This is an optimization exercise on Yosys and OpenROAD, whose aim is a short achievable clock period and few clock cycles per item, not a production implementation.
Only simulation tests tie the RTL to the original design; equivalence was not proved.
No run shown here takes its clock network from TritonCTS; it comes from the design's own scripts or RTL.
The clock port is modelled as an ideal driver, which makes a skipped or thinned clock tree look cheaper than it is; a real chip needs a root buffer or a tree.
Power figures rest on the tool's default switching activity, not on a simulated workload.

--- flow/run.sh ---
#!/bin/bash
# Own flow: the standard layout (standard.sh, standard synthesis), with
#  - a fixed, balanced three-level clock tree (flow/pre_cts.tcl replaces
#    TritonCTS's tree; the clock port feeds only the 4 top buffers),
#  - output flip-flops placed at their port buffers before detailed placement
#    (flow/pre_detail_place.tcl),
#  - port buffers of sky130_fd_sc_hd__buf_4 instead of the default choice,
#  - cell sizing not limited to cells of the same footprint.
# Each tool's full output stays in orfs/logs; make's own output goes to flow_make.log.
set -euo pipefail
WORK=$(pwd)
bash standard.sh \
  MATCH_CELL_FOOTPRINT=0 \
  "BUFFER_PORTS_ARGS=-buffer_cell sky130_fd_sc_hd__buf_4" \
  PRE_CTS_TCL="$WORK/flow/pre_cts.tcl" \
  PRE_DETAIL_PLACE_TCL="$WORK/flow/pre_detail_place.tcl" \
  finish > "$WORK/flow_make.log" 2>&1
--- flow/pre_cts.tcl ---
# Replaces TritonCTS with a fixed, balanced clock tree built here. FLOW_TREE
# lists the fanout of each buffer level, from the clock port down: with
# "4 4 6" the port drives 4 clkbuf_16 (the port feeds only those 4 pins), each
# drives 4, each of those drives 6 leaf buffers, and each leaf drives an equal
# share of the flip-flop clock pins. Sinks are grouped by recursive bisection
# of their positions, so every group is compact and every sink sees the same
# number of buffers. The rest of ORFS's cts.tcl (legalisation, timing repair)
# runs unchanged after it.

if { ![info exists ::env(FLOW_TREE)] } { set ::env(FLOW_TREE) "4 4 7" }

proc my_split { items k } {
  # items: list of {x y obj}; returns k groups of near-equal size, spatially compact
  if { $k <= 1 } { return [list $items] }
  set xs [lmap it $items { lindex $it 0 }]
  set ys [lmap it $items { lindex $it 1 }]
  set dx [expr { [tcl::mathfunc::max {*}$xs] - [tcl::mathfunc::min {*}$xs] }]
  set dy [expr { [tcl::mathfunc::max {*}$ys] - [tcl::mathfunc::min {*}$ys] }]
  set idx [expr { $dx >= $dy ? 0 : 1 }]
  set sorted [lsort -real -index $idx $items]
  set k1 [expr { $k / 2 }]
  set k2 [expr { $k - $k1 }]
  set n [llength $sorted]
  set n1 [expr { int(round(double($n) * $k1 / $k)) }]
  set a [lrange $sorted 0 [expr { $n1 - 1 }]]
  set b [lrange $sorted $n1 end]
  return [concat [my_split $a $k1] [my_split $b $k2]]
}

proc my_centroid { items } {
  set sx 0.0
  set sy 0.0
  foreach it $items {
    set sx [expr { $sx + [lindex $it 0] }]
    set sy [expr { $sy + [lindex $it 1] }]
  }
  set n [llength $items]
  return [list [expr { int($sx / $n) }] [expr { int($sy / $n) }]]
}

proc my_build { block master items fanouts innet level } {
  global my_nbuf
  if { [llength $fanouts] == 0 } {
    foreach s $items {
      set it [lindex $s 2]
      $it disconnect
      $it connect $innet
    }
    return
  }
  set k [lindex $fanouts 0]
  foreach g [my_split $items $k] {
    set n $my_nbuf
    incr my_nbuf
    lassign [my_centroid $g] x y
    set net [odb::dbNet_create $block "clknet_${level}_$n"]
    $net setSigType CLOCK
    set inst [odb::dbInst_create $block $master "clkbuf_${level}_$n"]
    set w [$master getWidth]
    set h [$master getHeight]
    $inst setLocation [expr { $x - $w / 2 }] [expr { $y - $h / 2 }]
    $inst setPlacementStatus PLACED
    [$inst findITerm A] connect $innet
    [$inst findITerm X] connect $net
    my_build $block $master $g [lrange $fanouts 1 end] $net [expr { $level + 1 }]
  }
}

proc clock_tree_synthesis { args } {
  global my_nbuf
  set my_nbuf 0
  set db [ord::get_db]
  set block [ord::get_db_block]
  set master [$db findMaster sky130_fd_sc_hd__clkbuf_16]
  set clknet [[$block findBTerm clk] getNet]
  $clknet setSigType CLOCK
  set sinks {}
  foreach it [$clknet getITerms] {
    if { ![$it isInputSignal] } { continue }
    set box [[$it getInst] getBBox]
    set x [expr { ([$box xMin] + [$box xMax]) / 2 }]
    set y [expr { ([$box yMin] + [$box yMax]) / 2 }]
    lappend sinks [list $x $y $it]
  }
  puts "bench cts: [llength $sinks] sinks, tree $::env(FLOW_TREE)"
  my_build $block $master $sinks $::env(FLOW_TREE) $clknet 0
  puts "bench cts: $my_nbuf buffers"
  set_propagated_clock [all_clocks]
}
--- flow/pre_detail_place.tcl ---
# Before detailed placement: put each flip-flop that drives an output port's
# buffer at that buffer's location (detailed placement then legalises both),
# so the flip-flop's output wire to the port buffer is short.
set my_block [ord::get_db_block]
set my_moved 0
foreach bterm [$my_block getBTerms] {
  if { [$bterm getIoType] != "OUTPUT" } { continue }
  set net [$bterm getNet]
  if { $net == "NULL" } { continue }
  set buf ""
  foreach it [$net getITerms] {
    if { [$it isOutputSignal] } { set buf [$it getInst] }
  }
  if { $buf == "" } { continue }
  set innet ""
  foreach it [$buf getITerms] {
    if { [$it isInputSignal] } { set innet [$it getNet] }
  }
  if { $innet == "" || $innet == "NULL" } { continue }
  set drv ""
  foreach it [$innet getITerms] {
    if { [$it isOutputSignal] } { set drv [$it getInst] }
  }
  if { $drv == "" } { continue }
  if { ![string match "*__df*" [[$drv getMaster] getName]] } { continue }
  lassign [$buf getLocation] bx by
  $drv setLocation $bx $by
  incr my_moved
}
puts "flow: moved $my_moved output flip-flops to their port buffers"
--- standard.sh ---
#!/bin/bash
# synth_recipe.tcl (not shown) runs the flow's synth.tcl, then flattens the netlist and writes it again
# the make line also repeats each setting of config.mk as NAME=value (left out here)
make -C /OpenROAD-flow-scripts/flow DESIGN_CONFIG=/design/flow/config.mk WORK_HOME=/design/flow/orfs CLKGATE_MAP_FILE= SYNTH_SCRIPT=/design/flow/synth_recipe.tcl "${@:-finish}"
--- config.mk ---
export PLATFORM = sky130hd
export DESIGN_NAME = mem_wb_top
export DESIGN_NICKNAME = mem_wb_top
export VERILOG_FILES = /design/flow/design.v
export SDC_FILE = /design/flow/constraint.sdc
export NUM_CORES = 4
export LEC_CHECK = 0
export CAP_MARGIN = 20
export CORE_MARGIN = 2
export CORE_UTILIZATION = 70
export PLACE_DENSITY = 0.8
export SETUP_SLACK_MARGIN = 3
export SLEW_MARGIN = 20
--- constraint.sdc ---
create_clock -name core_clock -period 5.0 [get_ports {clk}]
set_input_delay 1.0000 -clock core_clock [delete_from_list [all_inputs] [get_ports {clk}]]
set_output_delay 1.0000 -clock core_clock [all_outputs]
set_load 0.01 [all_outputs]
--- design.v ---
package lib_cpu;
    localparam int CPU_XLEN   = 32;
    localparam int CPU_MEM_AW = 6;
    typedef struct packed {
        logic [CPU_XLEN-1:0] pc;
        logic                intr_en;
        logic [CPU_XLEN-1:0] intr_vec;
        logic [CPU_XLEN-1:0] intr_pc;
        logic                ack;
        logic                tx_req;
        logic [7:0]          tx_data;
    } SPECIAL_REG;
    typedef struct packed {
        logic                  w_rd;
        logic [CPU_XLEN-1:0]   x_rd;
        logic                  mem_r_req;
        logic                  mem_w_req;
        logic [CPU_MEM_AW-1:0] mem_addr;
        SPECIAL_REG            sr;
    } EXECUTE;
endpackage
package lib_mem;
    localparam int MEM_WORDS = 64;
    localparam logic [106:0] SR_RESET = '0;   
endpackage
module lib_data_ram #(
    parameter int W     = 32,
    parameter int AW    = 6,
    parameter int NBANK = 4
) (
    input  logic               clk,
    input  logic [(1<<AW)-1:0] wsel,
    input  logic [W-1:0]       wdata,
    input  logic [(1<<AW)-1:0] rsel,
    output logic [NBANK-1:0][W-1:0] rpart
);
    localparam int WORDS = 1 << AW;
    localparam int BANK  = WORDS / NBANK;
    logic [WORDS-1:0][W-1:0] mem;
    logic [NBANK-1:0][W-1:0] bank_or;
    always_ff @(posedge clk) begin
        for (int i = 0; i < WORDS; i++)
            if (wsel[i])
                mem[i] <= wdata;
    end
    always_comb begin
        for (int g = 0; g < NBANK; g++) begin
            bank_or[g] = '0;
            for (int j = 0; j < BANK; j++)
                bank_or[g] = bank_or[g] | (mem[g*BANK + j] & {W{rsel[g*BANK + j]}});
        end
    end
    always_ff @(posedge clk)
        rpart <= bank_or;
endmodule
module lib_mem_wb #(
    parameter int XLEN   = 32,
    parameter int MEM_AW = 6,
    parameter int RF_AW  = 4
) (
    input  logic             clk,
    input  logic             reset,
    input  logic             ex_valid,
    output logic             ex_ready,
    input  lib_cpu::EXECUTE  ex,
    input  logic [RF_AW-1:0] ex_rd,
    output logic             rf_we,
    output logic [RF_AW-1:0] rf_waddr,
    output logic [XLEN-1:0]  rf_wdata,
    output lib_cpu::SPECIAL_REG sr,
    output logic             commit,
    input  logic             intr_req,
    output logic             intr_pending
);
    localparam int WORDS = 1 << MEM_AW;
    localparam int NBANK = 4;
    logic                s1_valid;
    logic                s1_rf_we;    
    logic [XLEN-1:0]     s1_x_rd;
    logic                s1_x_sel;    
    logic [WORDS-1:0]    s1_rsel;     
    logic [WORDS-1:0]    s1_wsel;     
    lib_cpu::SPECIAL_REG s1_sr;
    logic [RF_AW-1:0]    s1_rd;
    logic                s2_valid;
    logic                s2_rf_we;
    logic [XLEN-1:0]     s2_x_data;   
    lib_cpu::SPECIAL_REG s2_sr;
    logic [RF_AW-1:0]    s2_rd;
    lib_cpu::SPECIAL_REG s3_sr;
    logic                s3_any;
    logic [NBANK-1:0][XLEN-1:0] ram_rpart;
    logic [XLEN-1:0]            ram_rdata;
    assign ex_ready = 1'b1;
    always_ff @(posedge clk) begin
        s1_valid <= ex_valid;
        s1_rf_we <= ex.w_rd && (ex_rd != '0);
        s1_x_rd  <= ex.x_rd;
        s1_x_sel <= !ex.mem_r_req;
        for (int i = 0; i < WORDS; i++) begin
            s1_rsel[i] <= ex.mem_r_req && ex.mem_addr == MEM_AW'(i);
            s1_wsel[i] <= ex_valid && ex.mem_w_req && !ex.mem_r_req
                          && ex.mem_addr == MEM_AW'(i);
        end
        s1_sr    <= ex.sr;
        s1_rd    <= ex_rd;
    end
    lib_data_ram #(
        .W     (XLEN),
        .AW    (MEM_AW),
        .NBANK (NBANK)
    ) u_ram (
        .clk   (clk),
        .wsel  (s1_wsel),
        .wdata (s1_x_rd),
        .rsel  (s1_rsel),
        .rpart (ram_rpart)
    );
    always_ff @(posedge clk) begin
        s2_valid  <= s1_valid && !reset;
        s2_rf_we  <= s1_rf_we;
        s2_x_data <= s1_x_rd & {XLEN{s1_x_sel}};
        s2_sr     <= s1_sr;
        s2_rd     <= s1_rd;
    end
    always_comb begin
        ram_rdata = s2_x_data;
        for (int g = 0; g < NBANK; g++)
            ram_rdata = ram_rdata | ram_rpart[g];
    end
    always_ff @(posedge clk) begin
        rf_waddr <= s2_rd;
        rf_wdata <= ram_rdata;
        if (s2_valid)
            s3_sr <= s2_sr;
        if (reset) begin
            commit <= 1'b0;
            rf_we  <= 1'b0;
            s3_any <= 1'b0;
        end else begin
            commit <= s2_valid;
            rf_we  <= s2_valid && s2_rf_we;
            s3_any <= s3_any || s2_valid;
        end
    end
    always_ff @(posedge clk) begin
        if (reset)
            sr <= lib_mem::SR_RESET;
        else
            sr <= s3_any ? s3_sr : lib_mem::SR_RESET;
    end
    always_ff @(posedge clk) begin
        if (reset)
            intr_pending <= 1'b0;
        else if (intr_req)
            intr_pending <= 1'b1;
        else if (commit && s3_sr.ack)
            intr_pending <= 1'b0;
    end
endmodule
module mem_wb_top (
    input  logic         clk,
    input  logic         reset,
    input  logic         ex_valid,
    output logic         ex_ready,
    input  logic         ex_w_rd,
    input  logic [31:0]  ex_x_rd,
    input  logic         ex_mem_r_req,
    input  logic         ex_mem_w_req,
    input  logic [5:0]   ex_mem_addr,
    input  logic [106:0] ex_sr,
    input  logic [3:0]   ex_rd,
    output logic         rf_we,
    output logic [3:0]   rf_waddr,
    output logic [31:0]  rf_wdata,
    output logic [106:0] sr,
    output logic         commit,
    input  logic         intr_req,
    output logic         intr_pending
);
    lib_cpu::EXECUTE     ex;
    lib_cpu::SPECIAL_REG sr_s;
    assign ex.w_rd      = ex_w_rd;
    assign ex.x_rd      = ex_x_rd;
    assign ex.mem_r_req = ex_mem_r_req;
    assign ex.mem_w_req = ex_mem_w_req;
    assign ex.mem_addr  = ex_mem_addr;
    assign ex.sr        = ex_sr;
    assign sr           = sr_s;
    lib_mem_wb #(
        .XLEN   (32),
        .MEM_AW (6),
        .RF_AW  (4)
    ) u_mem_wb (
        .clk          (clk),
        .reset        (reset),
        .ex_valid     (ex_valid),
        .ex_ready     (ex_ready),
        .ex           (ex),
        .ex_rd        (ex_rd),
        .rf_we        (rf_we),
        .rf_waddr     (rf_waddr),
        .rf_wdata     (rf_wdata),
        .sr           (sr_s),
        .commit       (commit),
        .intr_req     (intr_req),
        .intr_pending (intr_pending)
    );
endmodule
==> metrics.md, run 1 <==
| Metric | Value |
|---|---|
| Grt ovf | `0` |
| Clock slew at reported path FFs | `0.10 ns` |
| Slowest stage delay, CP | `0.37 ns` |
| Dpl cell area | `95,700 um2` |
| Core Region | `129,000 um2` |
| HPWL Detailed | `112 mm` |
| Xor and xnor area share after synthesis | `0%` |
| Vias per std cell | `7.06` |
| Worst EP arrival | `1.03 ns` |
| DRT Pass-1 Iters | `6` |
| IO Pins | `303` |
| Via count | `47,200` |
| Die W | `365 um` |
| Chip height | `365 um` |
| Synth warn | `2` |
| Tcrit/Tclk final | `40.6%` |
| Pin count of the biggest net entering global routing | `66` |
| CP max stage cell | `dfxtp_2` |
| Slew @ Worst Pin | `1.20 ns` |
| Mapped Cells | `4,626` |
| Reg2reg setup slack | `3.03 ns` |
| Antenna Nets Post-Route | `0` |
| Worst VDD drop | `364 uV` |
| Die area | `133,000 um2` |
| Largest family of logic cells by synthesized area | `compound AO/OA/AOI/OAI gates` |
| Wirelength per Cell | `33.1 um` |
| DR iter-0 viols | `7,075` |
| Cts hold-fix bufs | `0` |
| Simple-Gate Fraction of Synth Area | `3.10%` |
| Pleak | `32.6 nW` |
| Initial antenna violation count | `14` |
| CP top delay family | `flip-flops` |
| Hold-critical path endpoint | `u_mem_wb.s2_sr[59]` |
| Final Wtd Congestion | `0.825` |
| Reg2Reg Depth | `3` |
| Synthesized area | `91,300 um2` |
| Critical Path Source Type | `flop` |
| Final WL | `221 mm` |
| Share of cells above drive strength 1 | `15.9%` |
| DR DRC count | `0` |
| Placed cells | `6,542` |
| Max Clk Rate | `493 MHz` |
| Layout Skew | `0.0335 ns` |
| Final non-filler cell total | `6,685` |
| Cell area after layout | `99,800 um2` |
| Worst-path fanout max | `1` |
| CP Cell Sequence | `buf_6` |
| Buf+Inv Stages, Crit Path | `1` |
| Critical path class | `flop to output port` |
| Power density cells | `381 nW/um2` |
| GRT Total Usage | `32.3%` |
| Synthesized-area fraction occupied by adder cells | `0%` |
| # port buffers | `301` |
| Global-route wire length before repair | `308 mm` |
| Relative slew slack | `19.7%` |
| Min Tclk post-route | `2.03 ns` |
| Initial core utilization | `70.5%` |
| RR Startpoint | `u_mem_wb.s1_rsel[7]` |
| Fin nets | `5,093` |
| WHS Path Cells | `0` |
| Final Max Tran Viols | `0` |
| Worst R2R End | `u_mem_wb.u_ram.rpart[9]` |
| Hold_sp | `u_mem_wb.s1_sr[59]` |
| Hold Vio Cnt, Final | `0` |
| Standard-cell rows | `132` |
| Post-Syn Nets | `4,782` |
| Seq/Total Area, Yosys | `86.1%` |
| RSZ-0062 raised after global routing | `yes` |
| Post-Syn Area per Cell | `19.7 um2` |
| Sum of negative setup slack | `0 ns` |
| Path type of the worst min-delay path | `flop to flop` |
| Synth Area in Compound Gates | `9.84%` |
| Area Growth Syn to Fin | `9.36%` |
| Req. time, crit path | `4.00 ns` |
| # setup viols final | `0` |
| Yosys cell types | `25` |
| Clock latency on the worst-skew pair | `0.56 ns` |
| Multiplexer share of the synthesized area | `0%` |
| Status | `complete, no violations` |
| Synthesized flop and latch total | `2,849` |
| Worst setup EP type | `output port` |
| MaxCap Viol Count | `0` |
| Vias in the first global route | `46,300` |
[what timing repair did]
item,in CTS,in global routing
resized for setup,237,54
setup endpoints to repair,198,190
buffers inserted,0,1
cloned,1,1
[cells in the mapped netlist]
library cell	instances	area share [%]
nand2_1	44	0.18
buf_12	1	0.022
nand4_1	129	0.88
or2_2	1	0.0069
and3b_1	1	0.0096
a22o_1	512	4.9
a21oi_1	1	0.0055
nand3b_1	2	0.016
inv_1	1	0.0041
edfxtp_1	2155	71
a221oi_1	512	4.9
nor3_1	32	0.18
conb_1	1	0.0041
or3_1	1	0.0069
nor2b_1	8	0.055
or3b_1	1	0.0096
nand3_1	8	0.044
buf_2	3	0.016
o41a_1	1	0.012
dfxtp_1	694	15
clkbuf_1	214	0.88
nor2_4	10	0.12
and2_1	140	0.96
nor2_1	153	0.63
buf_4	1	0.0082
[layer usage]
metal / global-route usage (%) / up-vias / share of wire [%]
met5: 0 / - / 0.027
met4: 14.8 / 10 / 5.2
met3: 6.02 / 538 / 12
met2: 52.5 / 3371 / 48
met1: 43.3 / 23900 / 35
li1: - / 19400 / -
[power breakdown]
group	switching (W)	internal (W)	total, W
logic	0.000583	0.000311	0.000894
clock network	0.00650	0.00476	0.0113
registers	0.000211	0.0257	0.0259
[registers in the layout, summed over array words and instances, names as in the netlist, 4 cells and up]
name and flops:
u_mem_wb.rf_waddr 4, u_mem_wb.sr 107, u_mem_wb.s1_rsel 64, u_mem_wb.s2_rd 4, u_mem_wb.u_ram.mem 2048, u_mem_wb.s1_wsel 64, u_mem_wb.s2_x_data 32, u_mem_wb.s1_rd 4
u_mem_wb.s1_x_rd 32, u_mem_wb.s2_sr 107, u_mem_wb.s3_sr 107, u_mem_wb.u_ram.rpart 128, u_mem_wb.rf_wdata 32, u_mem_wb.s1_sr 107
[area by class of cell]
type / instances / area, um2
Tap cell: 1742 / 2180
Timing Repair Buffer: 394 / 3520
Inverter: 1 / 3.75
Buffer: 132 / 3300
Multi-Input combinational cell: 1559 / 11900
Sequential cell: 2849 / 78900
Antenna cell: 8 / 20.0
Fill cell: 6525 / 29700
[cell families after synthesis]
| kind of cell | Yosys count |
|---|---|
| DFF | 2849 |
| AOI/OAI and AO/OA | 1026 |
| and+or+nand+nor | 530 |
| buffers and inverters | 220 |
| other | 1 |
[through the flow]
stage / util, % / setup slack [ns] / power [W] / hold slack, ns
4_1_cts: 77.0 / 2.98 / 0.0380 / 0.328
5_1_grt: 77.1 / 2.95 / 0.0389 / 0.332
3_3_place_gp: 73.9 / 2.42 / 0.0272 / 0.309
3_5_place_dp: 73.9 / 2.39 / 0.0272 / 0.312
6_report: 77.1 / 2.97 / 0.0380 / 0.306
2_1_floorplan: - / 2.99 / 0.0266 / 0.310
[worst max-delay path by stage]
stage | end | cells after the start | startpoint
after global placement | u_mem_wb.s1_wsel[11] | 4 | ex_valid
after detailed placement | u_mem_wb.s1_wsel[11] | 4 | ex_valid
final | rf_we | 1 | u_mem_wb.rf_we
after CTS | rf_wdata[20] | 1 | u_mem_wb.rf_wdata[20]
after global routing | rf_we | 1 | u_mem_wb.rf_we
after floorplan | u_mem_wb.s1_wsel[7] | 5 | ex_mem_r_req
[cell usage in the layout, fill, tap and decap left out]
cell type	synthesis	routed
dfxtp_2	0	234
nand2_1	44	44
buf_4	1	247
dfxtp_1	694	450
or2_2	1	1
inv_1	1	1
nor2_1	153	153
o41a_1	1	1
nor3_2	0	2
and2_1	140	140
dfxtp_4	0	10
or3_1	1	1
nor2_4	10	10
a21oi_1	1	1
a221oi_1	512	512
buf_12	1	1
clkbuf_16	0	132
a22o_1	512	512
nor2b_2	0	2
nand4_1	129	129
nor3_1	32	30
or3b_2	0	1
and3b_1	1	1
nor2b_4	0	1
nor2b_1	8	7
diode_2	0	8
conb_1	1	1
nand3_1	8	8
nand3b_1	2	2
buf_6	0	146
edfxtp_1	2155	2155
Testbench counts, summed over its fixed seeds: cycles 16,024, items 16,000.
==> run 2, diff against run 1 <==
--- a/design.v
+++ b/design.v
@@ -29,15 +29,25 @@
     parameter int NBANK = 4
 ) (
     input  logic               clk,
-    input  logic [(1<<AW)-1:0] wsel,
+    input  logic [7:0]         wlo,
+    input  logic [(1<<AW)/8-1:0] whi,
     input  logic [W-1:0]       wdata,
-    input  logic [(1<<AW)-1:0] rsel,
+    input  logic [7:0]         rlo,
+    input  logic [(1<<AW)/8-1:0] rhi,
     output logic [NBANK-1:0][W-1:0] rpart
 );
     localparam int WORDS = 1 << AW;
     localparam int BANK  = WORDS / NBANK;
     logic [WORDS-1:0][W-1:0] mem;
     logic [NBANK-1:0][W-1:0] bank_or;
+    logic [WORDS-1:0]        wsel;
+    logic [WORDS-1:0]        rsel;
+    always_comb begin
+        for (int i = 0; i < WORDS; i++) begin
+            wsel[i] = wlo[i % 8] && whi[i / 8];
+            rsel[i] = rlo[i % 8] && rhi[i / 8];
+        end
+    end
     always_ff @(posedge clk) begin
         for (int i = 0; i < WORDS; i++)
             if (wsel[i])
@@ -78,8 +88,9 @@
     logic                s1_rf_we;    
     logic [XLEN-1:0]     s1_x_rd;
     logic                s1_x_sel;    
-    logic [WORDS-1:0]    s1_rsel;     
-    logic [WORDS-1:0]    s1_wsel;     
+    logic [7:0]          s1_rlo;      
+    logic [7:0]          s1_wlo;      
+    logic [WORDS/8-1:0]  s1_hi;       
     lib_cpu::SPECIAL_REG s1_sr;
     logic [RF_AW-1:0]    s1_rd;
     logic                s2_valid;
@@ -88,20 +99,21 @@
     lib_cpu::SPECIAL_REG s2_sr;
     logic [RF_AW-1:0]    s2_rd;
     lib_cpu::SPECIAL_REG s3_sr;
-    logic                s3_any;
     logic [NBANK-1:0][XLEN-1:0] ram_rpart;
     logic [XLEN-1:0]            ram_rdata;
     assign ex_ready = 1'b1;
     always_ff @(posedge clk) begin
-        s1_valid <= ex_valid;
+        s1_valid <= ex_valid && !reset;
         s1_rf_we <= ex.w_rd && (ex_rd != '0);
         s1_x_rd  <= ex.x_rd;
         s1_x_sel <= !ex.mem_r_req;
-        for (int i = 0; i < WORDS; i++) begin
-            s1_rsel[i] <= ex.mem_r_req && ex.mem_addr == MEM_AW'(i);
-            s1_wsel[i] <= ex_valid && ex.mem_w_req && !ex.mem_r_req
-                          && ex.mem_addr == MEM_AW'(i);
-        end
+        for (int j = 0; j < 8; j++) begin
+            s1_rlo[j] <= ex.mem_r_req && ex.mem_addr[2:0] == 3'(j);
+            s1_wlo[j] <= ex_valid && !reset && ex.mem_w_req && !ex.mem_r_req
+                         && ex.mem_addr[2:0] == 3'(j);
+        end
+        for (int k = 0; k < WORDS / 8; k++)
+            s1_hi[k] <= ex.mem_addr[MEM_AW-1:3] == (MEM_AW-3)'(k);
         s1_sr    <= ex.sr;
         s1_rd    <= ex_rd;
     end
@@ -111,9 +123,11 @@
         .NBANK (NBANK)
     ) u_ram (
         .clk   (clk),
-        .wsel  (s1_wsel),
+        .wlo   (s1_wlo),
+        .whi   (s1_hi),
         .wdata (s1_x_rd),
-        .rsel  (s1_rsel),
+        .rlo   (s1_rlo),
+        .rhi   (s1_hi),
         .rpart (ram_rpart)
     );
     always_ff @(posedge clk) begin
@@ -131,23 +145,22 @@
     always_ff @(posedge clk) begin
         rf_waddr <= s2_rd;
         rf_wdata <= ram_rdata;
-        if (s2_valid)
-            s3_sr <= s2_sr;
         if (reset) begin
             commit <= 1'b0;
             rf_we  <= 1'b0;
-            s3_any <= 1'b0;
+            s3_sr  <= lib_mem::SR_RESET;
         end else begin
             commit <= s2_valid;
             rf_we  <= s2_valid && s2_rf_we;
-            s3_any <= s3_any || s2_valid;
+            if (s2_valid)
+                s3_sr <= s2_sr;
         end
     end
     always_ff @(posedge clk) begin
         if (reset)
             sr <= lib_mem::SR_RESET;
         else
-            sr <= s3_any ? s3_sr : lib_mem::SR_RESET;
+            sr <= s3_sr;
     end
     always_ff @(posedge clk) begin
         if (reset)
--- a/config.mk
+++ b/config.mk
@@ -7,7 +7,7 @@
 export LEC_CHECK = 0
 export CAP_MARGIN = 20
 export CORE_MARGIN = 2
-export CORE_UTILIZATION = 70
-export PLACE_DENSITY = 0.8
+export CORE_UTILIZATION = 60
+export PLACE_DENSITY = 0.7
 export SETUP_SLACK_MARGIN = 3
 export SLEW_MARGIN = 20
==> run 2 against run 1 <==
Still clean on timing, DRC and antenna. Sequential power down 4%. Combinational power up about 40%. Global-route usage down 3.9 points. Critical path type is now flop to flop.
==> metrics.md, run 2 <==
| Metric | Value |
|---|---|
| Reg2Reg Depth | `1` |
| DRT Pass-1 Iters | `8` |
| Top_reg_cell synth | `edfxtp_1` |
| Synthesized flop and latch total | `2,744` |
| IO Pins | `303` |
| Most common cell in the netlist | `edfxtp_1` |
| Largest Register | `u_mem_wb.u_ram.mem` |
| Critical path class | `flop to flop` |
| Antenna Nets Post-Route | `0` |
| Seq/Total Area, Yosys | `83.2%` |
| WHS Path Cells | `0` |
| RR Startpoint | `u_mem_wb.s1_wlo[5]` |
| Number of flops mapped to enable cells by yosys | `2,048` |
| Most common cell after layout, fill and taps aside | `edfxtp_1` |
| Initial antenna violation count | `14` |
| CP max stage cell | `and2_2` |
| Max Clk Rate | `480 MHz` |
| Sum of negative setup slack | `0 ns` |
| Relative slew slack | `29.9%` |
| Standard-cell rows | `142` |
| # setup viols final | `0` |
| Layout Skew | `0.0311 ns` |
| Share of cells above drive strength 1 | `15.8%` |
| Slowest stage delay, CP | `0.90 ns` |
| Fin nets | `5,311` |
| Power density cells | `374 nW/um2` |
| Cell area after layout | `99,500 um2` |
| Synth warn | `2` |
| GRT busiest layer | `met2` |
| Min Tclk post-route | `2.08 ns` |
| Reg2reg setup slack | `2.92 ns` |
| Largest register FFs | `2,048` |
| Most frequent cells in the layout | `edfxtp_1, dfxtp_1, a22oi_1` |
| Worst VDD drop | `292 uV` |
| Post-Syn Nets | `5,071` |
| Grt ovf | `0` |
| Met3 Track Usage GR | `5.09%` |
| Cell taking the most area after synthesis | `edfxtp_1` |
| Via count | `48,000` |
| Critical Path Source Type | `flop` |
| Top cells by area, synth | `edfxtp_1, dfxtp_1, a22oi_1` |
| Tcrit/Tclk final | `41.6%` |
| Wirelength per Cell | `31.7 um` |
| Worst-path fanout max | `32` |
| Global-route wire length before repair | `317 mm` |
| Critical Path End | `u_mem_wb.u_ram.mem[172]` |
| Worst EP arrival | `2.27 ns` |
| Synth async-reset ratio | `0%` |
| Setup crit start | `u_mem_wb.s1_wlo[5]` |
| Synthesized area | `90,700 um2` |
| Worst setup EP type | `flop` |
| Cts hold-fix bufs | `0` |
| End-of-flow core utilization | `66.4%` |
| DR DRC count | `0` |
| Largest regs | `u_mem_wb.u_ram.mem x2048, u_mem_wb.u_ram.rpart x128` |
| Chip height | `393 um` |
| Buf+Inv Stages, Crit Path | `0` |
| Final Wtd Congestion | `0.812` |
| RSZ-0062 raised after global routing | `yes` |
| Most frequent cells after synthesis | `edfxtp_1, dfxtp_1, a22oi_1` |
| Met2 Use GR | `44.5%` |
| GRT Total Usage | `28.4%` |
| Vias in the first global route | `44,900` |
| DR iter-0 viols | `7,922` |
| Vias per std cell | `6.70` |
| Core Region | `150,000 um2` |
| Clock slew at reported path FFs | `0.09 ns` |
| Area Growth Syn to Fin | `9.72%` |
| Hold Vio Cnt, Final | `0` |
| Status | `complete, no violations` |
| Yosys cell types | `32` |
| Die W | `393 um` |
| # port buffers | `301` |
| Tot Pwr | `0.0372 W` |
| Slew @ Worst Pin | `1.04 ns` |
| Req. time, crit path | `5.18 ns` |
| Post-Syn Area per Cell | `18.5 um2` |
| CP top delay family | `simple AND/OR/NAND/NOR gates` |
| WHS | `0.326 ns` |
| Share of Yosys cell area claimed by the top area cell type | `67.8%` |
| Initial core utilization | `60.5%` |
| Die area | `154,000 um2` |
| GR Util met1 | `42.2%` |
| Final WL | `227 mm` |
| Worst R2R End | `u_mem_wb.u_ram.mem[172]` |
| Final Max Tran Viols | `0` |
| Path type of the worst min-delay path | `flop to flop` |
| Pin count of the biggest net entering global routing | `117` |
| Dpl cell area | `94,900 um2` |
| Mapped Cells | `4,915` |
| Stages on worst setup path | `1` |
| MaxCap Viol Count | `0` |
| CP Cell Sequence | `and2_2` |
| Pleak | `32.1 nW` |
| Clock latency on the worst-skew pair | `0.57 ns` |
| HPWL Detailed | `118 mm` |
run 2: changes by cell type in the layout (fill, tap and decap cells not counted), sizes merged, moves of 128 or more:
cell	before	now
a221oi	512	4
a222oi	0	252
a22o	512	256
a22oi	0	384
a31o	0	128
o21ai	0	128
run 2: what timing repair did:
action	in CTS	in global routing
hold endpoints to repair	0	0
pin swaps	2	2
endpoints found under the setup margin	1807	731
setup buffers	17	5
gates cloned	1	2
resized for setup	317	76
run 2: kinds of logic after synthesis:
kind of cell	Yosys count	synth area share, %
flip-flops	2744	83.2
multiplexers	107	1.18
AO/OA/AOI/OAI	1154	10.4
buffers and inverters	312	1.66
other	1	0.00413
AND/OR/NAND/NOR	597	3.56
run 2: stage by stage:
| stage | setup slack, ns | std cells |
|---|---|---|
| 6_report | 2.92 | 7174 |
| 5_1_grt | 2.96 | 7169 |
| 4_1_cts | 2.84 | 7162 |
| 3_5_place_dp | 2.37 | 7012 |
| 3_3_place_gp | 2.45 | 7012 |
| 2_1_floorplan | 3.18 | 4915 |
run 2: layout make-up:
type / instances / area, um2
Fill cell: 9826 / 50400
Antenna cell: 5 / 12.5
Timing Repair Buffer: 411 / 4000
Buffer: 132 / 3300
Sequential cell: 2744 / 75700
Tap cell: 2016 / 2520
Inverter: 5 / 22.5
Multi-Input combinational cell: 1861 / 14000
run 2: metal layers:
metal	wire length (um)	share of wire, %	up-vias
li1	-	-	20200
met1	88400	39	24500
met2	104000	46	3011
met3	28000	12	336
met4	6450	2.8	8
met5	46	0.020	-
run 2: power by group:
group / switching, W / internal [W]
clock network: 0.00637 / 0.00476
logic: 0.000819 / 0.000427
registers: 0.000180 / 0.0247
total: 0.00737 / 0.0299
run 2: how the worst min path moves through the flow:
stage                      endpoint                start  slack, ns
3_3_place_gp    u_mem_wb.s2_sr[105]  u_mem_wb.s1_sr[105]       0.31
2_1_floorplan  u_mem_wb.rf_waddr[0]    u_mem_wb.s2_rd[0]       0.31
4_1_cts          u_mem_wb.s2_sr[69]   u_mem_wb.s1_sr[69]       0.33
6_report         u_mem_wb.s2_sr[69]   u_mem_wb.s1_sr[69]       0.33
5_1_grt          u_mem_wb.s2_sr[98]   u_mem_wb.s1_sr[98]       0.33
3_5_place_dp      u_mem_wb.s2_rd[2]    u_mem_wb.s1_rd[2]       0.31
Testbench counts of run 2, summed over its fixed seeds: cycles 16,024, items 16,000.
==> run 3, diff against run 2 <==
--- a/design.v
+++ b/design.v
@@ -29,25 +29,15 @@
     parameter int NBANK = 4
 ) (
     input  logic               clk,
-    input  logic [7:0]         wlo,
-    input  logic [(1<<AW)/8-1:0] whi,
+    input  logic [(1<<AW)-1:0] wsel,
     input  logic [W-1:0]       wdata,
-    input  logic [7:0]         rlo,
-    input  logic [(1<<AW)/8-1:0] rhi,
+    input  logic [(1<<AW)-1:0] rsel,
     output logic [NBANK-1:0][W-1:0] rpart
 );
     localparam int WORDS = 1 << AW;
     localparam int BANK  = WORDS / NBANK;
     logic [WORDS-1:0][W-1:0] mem;
     logic [NBANK-1:0][W-1:0] bank_or;
-    logic [WORDS-1:0]        wsel;
-    logic [WORDS-1:0]        rsel;
-    always_comb begin
-        for (int i = 0; i < WORDS; i++) begin
-            wsel[i] = wlo[i % 8] && whi[i / 8];
-            rsel[i] = rlo[i % 8] && rhi[i / 8];
-        end
-    end
     always_ff @(posedge clk) begin
         for (int i = 0; i < WORDS; i++)
             if (wsel[i])
@@ -88,9 +78,8 @@
     logic                s1_rf_we;    
     logic [XLEN-1:0]     s1_x_rd;
     logic                s1_x_sel;    
-    logic [7:0]          s1_rlo;      
-    logic [7:0]          s1_wlo;      
-    logic [WORDS/8-1:0]  s1_hi;       
+    logic [WORDS-1:0]    s1_rsel;     
+    logic [WORDS-1:0]    s1_wsel;     
     lib_cpu::SPECIAL_REG s1_sr;
     logic [RF_AW-1:0]    s1_rd;
     logic                s2_valid;
@@ -99,21 +88,20 @@
     lib_cpu::SPECIAL_REG s2_sr;
     logic [RF_AW-1:0]    s2_rd;
     lib_cpu::SPECIAL_REG s3_sr;
+    logic                s3_any;
     logic [NBANK-1:0][XLEN-1:0] ram_rpart;
     logic [XLEN-1:0]            ram_rdata;
     assign ex_ready = 1'b1;
     always_ff @(posedge clk) begin
-        s1_valid <= ex_valid && !reset;
+        s1_valid <= ex_valid;
         s1_rf_we <= ex.w_rd && (ex_rd != '0);
         s1_x_rd  <= ex.x_rd;
         s1_x_sel <= !ex.mem_r_req;
-        for (int j = 0; j < 8; j++) begin
-            s1_rlo[j] <= ex.mem_r_req && ex.mem_addr[2:0] == 3'(j);
-            s1_wlo[j] <= ex_valid && !reset && ex.mem_w_req && !ex.mem_r_req
-                         && ex.mem_addr[2:0] == 3'(j);
+        for (int i = 0; i < WORDS; i++) begin
+            s1_rsel[i] <= ex.mem_r_req && ex.mem_addr == MEM_AW'(i);
+            s1_wsel[i] <= ex_valid && ex.mem_w_req && !ex.mem_r_req
+                          && ex.mem_addr == MEM_AW'(i);
         end
-        for (int k = 0; k < WORDS / 8; k++)
-            s1_hi[k] <= ex.mem_addr[MEM_AW-1:3] == (MEM_AW-3)'(k);
         s1_sr    <= ex.sr;
         s1_rd    <= ex_rd;
     end
@@ -123,11 +111,9 @@
         .NBANK (NBANK)
     ) u_ram (
         .clk   (clk),
-        .wlo   (s1_wlo),
-        .whi   (s1_hi),
+        .wsel  (s1_wsel),
         .wdata (s1_x_rd),
-        .rlo   (s1_rlo),
-        .rhi   (s1_hi),
+        .rsel  (s1_rsel),
         .rpart (ram_rpart)
     );
     always_ff @(posedge clk) begin
@@ -145,22 +131,23 @@
     always_ff @(posedge clk) begin
         rf_waddr <= s2_rd;
         rf_wdata <= ram_rdata;
+        if (s2_valid)
+            s3_sr <= s2_sr;
         if (reset) begin
             commit <= 1'b0;
             rf_we  <= 1'b0;
-            s3_sr  <= lib_mem::SR_RESET;
+            s3_any <= 1'b0;
         end else begin
             commit <= s2_valid;
             rf_we  <= s2_valid && s2_rf_we;
-            if (s2_valid)
-                s3_sr <= s2_sr;
+            s3_any <= s3_any || s2_valid;
         end
     end
     always_ff @(posedge clk) begin
         if (reset)
             sr <= lib_mem::SR_RESET;
         else
-            sr <= s3_sr;
+            sr <= s3_any ? s3_sr : lib_mem::SR_RESET;
     end
     always_ff @(posedge clk) begin
         if (reset)
--- a/flow/run.sh
+++ b/flow/run.sh
@@ -2,7 +2,8 @@
 # Own flow: the standard layout (standard.sh, standard synthesis), with
 #  - a fixed, balanced three-level clock tree (flow/pre_cts.tcl replaces
 #    TritonCTS's tree; the clock port feeds only the 4 top buffers),
-#  - output flip-flops placed at their port buffers before detailed placement
+#  - output port buffers placed at their pins, and the flip-flops driving them
+#    beside them, before detailed placement
 #    (flow/pre_detail_place.tcl),
 #  - port buffers of sky130_fd_sc_hd__buf_4 instead of the default choice,
 #  - cell sizing not limited to cells of the same footprint.
==> flow/pre_detail_place.tcl (replaced) <==
# Before detailed placement: put each output port's buffer at the core edge
# next to its pin, and the flip-flop that drives that buffer right beside it
# (detailed placement then legalises them), so the wires from the flip-flop to
# the buffer and from the buffer to the pin are short.
set my_block [ord::get_db_block]
set my_core [$my_block getCoreArea]
set my_moved 0
proc my_clamp { v lo hi } {
  if { $v < $lo } { return $lo }
  if { $v > $hi } { return $hi }
  return $v
}
foreach bterm [$my_block getBTerms] {
  if { [$bterm getIoType] != "OUTPUT" } { continue }
  set net [$bterm getNet]
  if { $net == "NULL" } { continue }
  set buf ""
  foreach it [$net getITerms] {
    if { [$it isOutputSignal] } { set buf [$it getInst] }
  }
  if { $buf == "" } { continue }
  set innet ""
  foreach it [$buf getITerms] {
    if { [$it isInputSignal] } { set innet [$it getNet] }
  }
  if { $innet == "" || $innet == "NULL" } { continue }
  set drv ""
  foreach it [$innet getITerms] {
    if { [$it isOutputSignal] } { set drv [$it getInst] }
  }
  if { $drv == "" } { continue }
  if { ![string match "*__df*" [[$drv getMaster] getName]] } { continue }
  set pbox [$bterm getBBox]
  set px [expr { ([$pbox xMin] + [$pbox xMax]) / 2 }]
  set py [expr { ([$pbox yMin] + [$pbox yMax]) / 2 }]
  set bw [[$buf getMaster] getWidth]
  set bh [[$buf getMaster] getHeight]
  set fw [[$drv getMaster] getWidth]
  set fh [[$drv getMaster] getHeight]
  set bx [my_clamp [expr { $px - $bw / 2 }] [$my_core xMin] [expr { [$my_core xMax] - $bw }]]
  set by [my_clamp [expr { $py - $bh / 2 }] [$my_core yMin] [expr { [$my_core yMax] - $bh }]]
  $buf setLocation $bx $by
  # the flip-flop goes one cell further in from the pin's edge
  set cx [expr { ([$my_core xMin] + [$my_core xMax]) / 2 }]
  set cy [expr { ([$my_core yMin] + [$my_core yMax]) / 2 }]
  set fx $bx
  set fy $by
  if { $px <= [$my_core xMin] || $px >= [$my_core xMax] } {
    set fx [expr { $bx < $cx ? $bx + $bw : $bx - $fw }]
  } else {
    set fy [expr { $by < $cy ? $by + $bh : $by - $fh }]
  }
  $drv setLocation $fx $fy
  incr my_moved
}
puts "flow: moved $my_moved output buffers and flip-flops next to their pins"
--- a/config.mk
+++ b/config.mk
@@ -7,7 +7,7 @@
 export LEC_CHECK = 0
 export CAP_MARGIN = 20
 export CORE_MARGIN = 2
-export CORE_UTILIZATION = 60
-export PLACE_DENSITY = 0.7
+export CORE_UTILIZATION = 66
+export PLACE_DENSITY = 0.76
 export SETUP_SLACK_MARGIN = 3
 export SLEW_MARGIN = 20
==> run 3 against run 2 <==
Still clean. Sequential cell count rose by 105. Final cell count shrank 5.9%. Power rose by 2.3%. Utilization up 6.4 points. Die area is 8.4% lower. Clock power barely moved. Routed wire length decreased by 3.1%. Worst hold slack lost 0.0011 ns. Critical path type is now flop to output port. Critical endpoint is now sr[69]. Largest cell class unchanged.
==> metrics.md, run 3 <==
| Metric | Value |
|---|---|
| # setup viols final | `0` |
| # port buffers | `301` |
| Seq/Total Area, Yosys | `86.1%` |
| MaxCap Viol Count | `0` |
| Vias per std cell | `6.85` |
| Buf+Inv Stages, Crit Path | `1` |
| Synthesized area | `91,300 um2` |
| Global-route wire length before repair | `307 mm` |
| Fin nets | `5,098` |
| IO Pins | `303` |
| Most frequent cells in the layout | `edfxtp_1, a22o_1, a221oi_1` |
| Die area | `141,000 um2` |
| GRT Total Usage | `30.4%` |
| Top cells by area, synth | `edfxtp_1, dfxtp_1, a221oi_1` |
| Max Clk Rate | `485 MHz` |
| Status | `complete, no violations` |
| Clock slew at reported path FFs | `0.10 ns` |
| Pleak | `32.6 nW` |
| Grt ovf | `0` |
| Critical Path Source Type | `flop` |
| Most common cell after layout, fill and taps aside | `edfxtp_1` |
| Placed cells | `6,598` |
| Die W | `376 um` |
| DRT Pass-1 Iters | `8` |
| HPWL Detailed | `113 mm` |
| Sum of negative setup slack | `0 ns` |
| Largest Register | `u_mem_wb.u_ram.mem` |
| Final WL | `220 mm` |
| Worst-path fanout max | `1` |
| Initial core utilization | `66.5%` |
| Dpl cell area | `95,800 um2` |
| Cell area after layout | `99,900 um2` |
| Relative slew slack | `16.9%` |
| Synth warn | `2` |
| Wirelength per Cell | `32.6 um` |
| RSZ-0062 raised after global routing | `yes` |
| Standard-cell rows | `136` |
| Pin count of the biggest net entering global routing | `66` |
| Worst VDD drop | `413 uV` |
| DR DRC count | `0` |
| Slew @ Worst Pin | `1.24 ns` |
| Post-Syn Area per Cell | `19.7 um2` |
| Req. time, crit path | `4.00 ns` |
| Most common cell in the netlist | `edfxtp_1` |
| Mapped Cells | `4,626` |
| Layout Skew | `0.0465 ns` |
| Core Region | `137,000 um2` |
| Min Tclk post-route | `2.06 ns` |
| Clock latency on the worst-skew pair | `0.58 ns` |
| CP max stage cell | `dfxtp_4` |
| CP top delay family | `flip-flops` |
| Synthesized flop and latch total | `2,849` |
| Slowest stage delay, CP | `0.38 ns` |
| Vias in the first global route | `45,000` |
| DR iter-0 viols | `6,472` |
| Hold Vio Cnt, Final | `0` |
| Path type of the worst min-delay path | `flop to flop` |
| Share of Yosys cell area claimed by the top area cell type | `70.9%` |
| Chip height | `376 um` |
| Final non-filler cell total | `6,750` |
| Largest regs | `u_mem_wb.u_ram.mem x2048, u_mem_wb.u_ram.rpart x128` |
| Power density cells | `381 nW/um2` |
| Via count | `46,300` |
| Post-Syn Nets | `4,782` |
| Area Growth Syn to Fin | `9.48%` |
| Number of flops mapped to enable cells by yosys | `2,155` |
| Cell taking the most area after synthesis | `edfxtp_1` |
| Most frequent cells after synthesis | `edfxtp_1, dfxtp_1, a221oi_1, a22o_1, clkbuf_1` |
| Share of cells above drive strength 1 | `15.7%` |
| Worst EP arrival | `1.06 ns` |
| Worst setup EP type | `output port` |
| Final Max Tran Viols | `0` |
| Largest register FFs | `2,048` |
| Critical path class | `flop to output port` |
| Synth async-reset ratio | `0%` |
| CP Cell Sequence | `buf_6` |
| Final Wtd Congestion | `0.857` |
| Antenna Nets Post-Route | `0` |
| Tcrit/Tclk final | `41.2%` |
| Yosys cell types | `25` |
| Top_reg_cell synth | `edfxtp_1` |
| Initial antenna violation count | `20` |
-- run 3: cell count changes after synthesis, moves of 107 or more --
cell,previous run,this run
a22o_1,256,512
o21ai_0,118,0
a222oi_1,252,0
edfxtp_1,2048,2155
a22oi_1,384,0
a31o_1,120,0
a221oi_1,4,512
buf_2,155,3
mux2i_1,107,0
-- run 3: cells by family (layout without fill, tap and decap cells) --
| logic type | Yosys count | after routing | synth area share (%) |
|---|---|---|---|
| AO/OA/AOI/OAI | 1026 | 1026 | 9.84 |
| AND/OR/NAND/NOR | 530 | 531 | 3.10 |
| other | 1 | 17 | 0.00411 |
| flip-flops | 2849 | 2849 | 86.1 |
| buffers and inverters | 220 | 533 | 0.931 |
-- run 3: worst reg2reg max path: cells and delay by family (launching register included) --
family	cells	cell delay, ns
DFF	1	0.40
and+or+nand+nor	2	1.27
-- run 3: area by class of cell --
type | instances | area (um2)
tap | 1794 | 2240
antenna | 16 | 40.0
multi-input combinational | 1558 | 11800
inverter | 1 | 3.75
buffer | 132 | 3300
sequential | 2849 | 78900
timing repair buffer | 400 | 3570
fill | 7599 | 37400
-- run 3: path summary, 6_finish.rpt --
path	start	end	slack [ns]	depth (start not counted)
max	u_mem_wb.sr[69]	sr[69]	2.94	1
min	u_mem_wb.s1_sr[22]	u_mem_wb.s2_sr[22]	0.32	0
max reg2reg	u_mem_wb.u_ram.rpart[19]	u_mem_wb.rf_wdata[19]	3.14	2
min reg2reg	u_mem_wb.s1_sr[22]	u_mem_wb.s2_sr[22]	0.32	0
-- run 3: power by group --
part | total (W) | internal (W) | switching [W]
Sequential | 0.0259 | 0.0257 | 0.000197
Combinational | 0.000916 | 0.000311 | 0.000605
Clock | 0.0113 | 0.00476 | 0.00653
-- run 3: what timing repair did --
| item | CTS | global route |
|---|---|---|
| endpoints found under the setup margin | 182 | 198 |
| gates cloned | 1 | 0 |
| hold buffers | 0 | 0 |
| hold endpoints to repair | 0 | 0 |
| gates resized for setup | 194 | 86 |
| pin swaps | 0 | 0 |
| setup buffers | 2 | 0 |
-- run 3: stage by stage --
step | hold slack, ns | setup WS, ns | utilization (%) | power (W)
floorplan | 0.310 | 2.99 | - | 0.0266
global placement | 0.310 | 2.36 | 69.7 | 0.0272
detailed placement | 0.312 | 2.28 | 69.8 | 0.0272
CTS | 0.332 | 2.97 | 72.6 | 0.0381
global route | 0.333 | 2.92 | 72.7 | 0.0389
finish | 0.325 | 2.94 | 72.8 | 0.0381
-- run 3: routing by layer --
metal / part of all wire [%] / global-route usage (%) / up-vias
li1: - / - / 19400
met1: 36 / 40.7 / 23400
met2: 48 / 49.3 / 2888
met3: 11 / 6.21 / 504
met4: 4.7 / 12.5 / 16
met5: 0.042 / 0 / -
Testbench counts of run 3, summed over its fixed seeds: cycles 16,024, items 16,000.

[separate check: timing with driven ports]
How much do the figures lean on ideal ports? The routed layouts below were timed once more, with nothing changed but the port constraints. Step 1 sets driving cells, clkbuf_16 on the clock port and buf_2 on the other inputs (assumed; they add their load-dependent delay and slew). Step 2 also shifts input and output timing later by t, the mid clock arrival at the registers, as if the neighbouring blocks saw the same clock. a / b / c = ideal ports / drivers / drivers and shift; a / b = the first two.
| run | shift t [ns] | setup slack, ns | worst setup path at the end |
|---|---|---|---|
| run 1 | 0.720 | 2.971 / 2.800 / 2.483 | input to register |
| run 2 | 0.740 | 2.918 / 2.805 / 2.539 | input to register |
| run 3 | 0.726 | 2.940 / 2.773 / 2.505 | input to register |
After both steps every run listed still meets setup and hold. The setup slack of run 1, which loses most, moves by -0.171 ns with the drivers and by -0.488 ns with both steps.
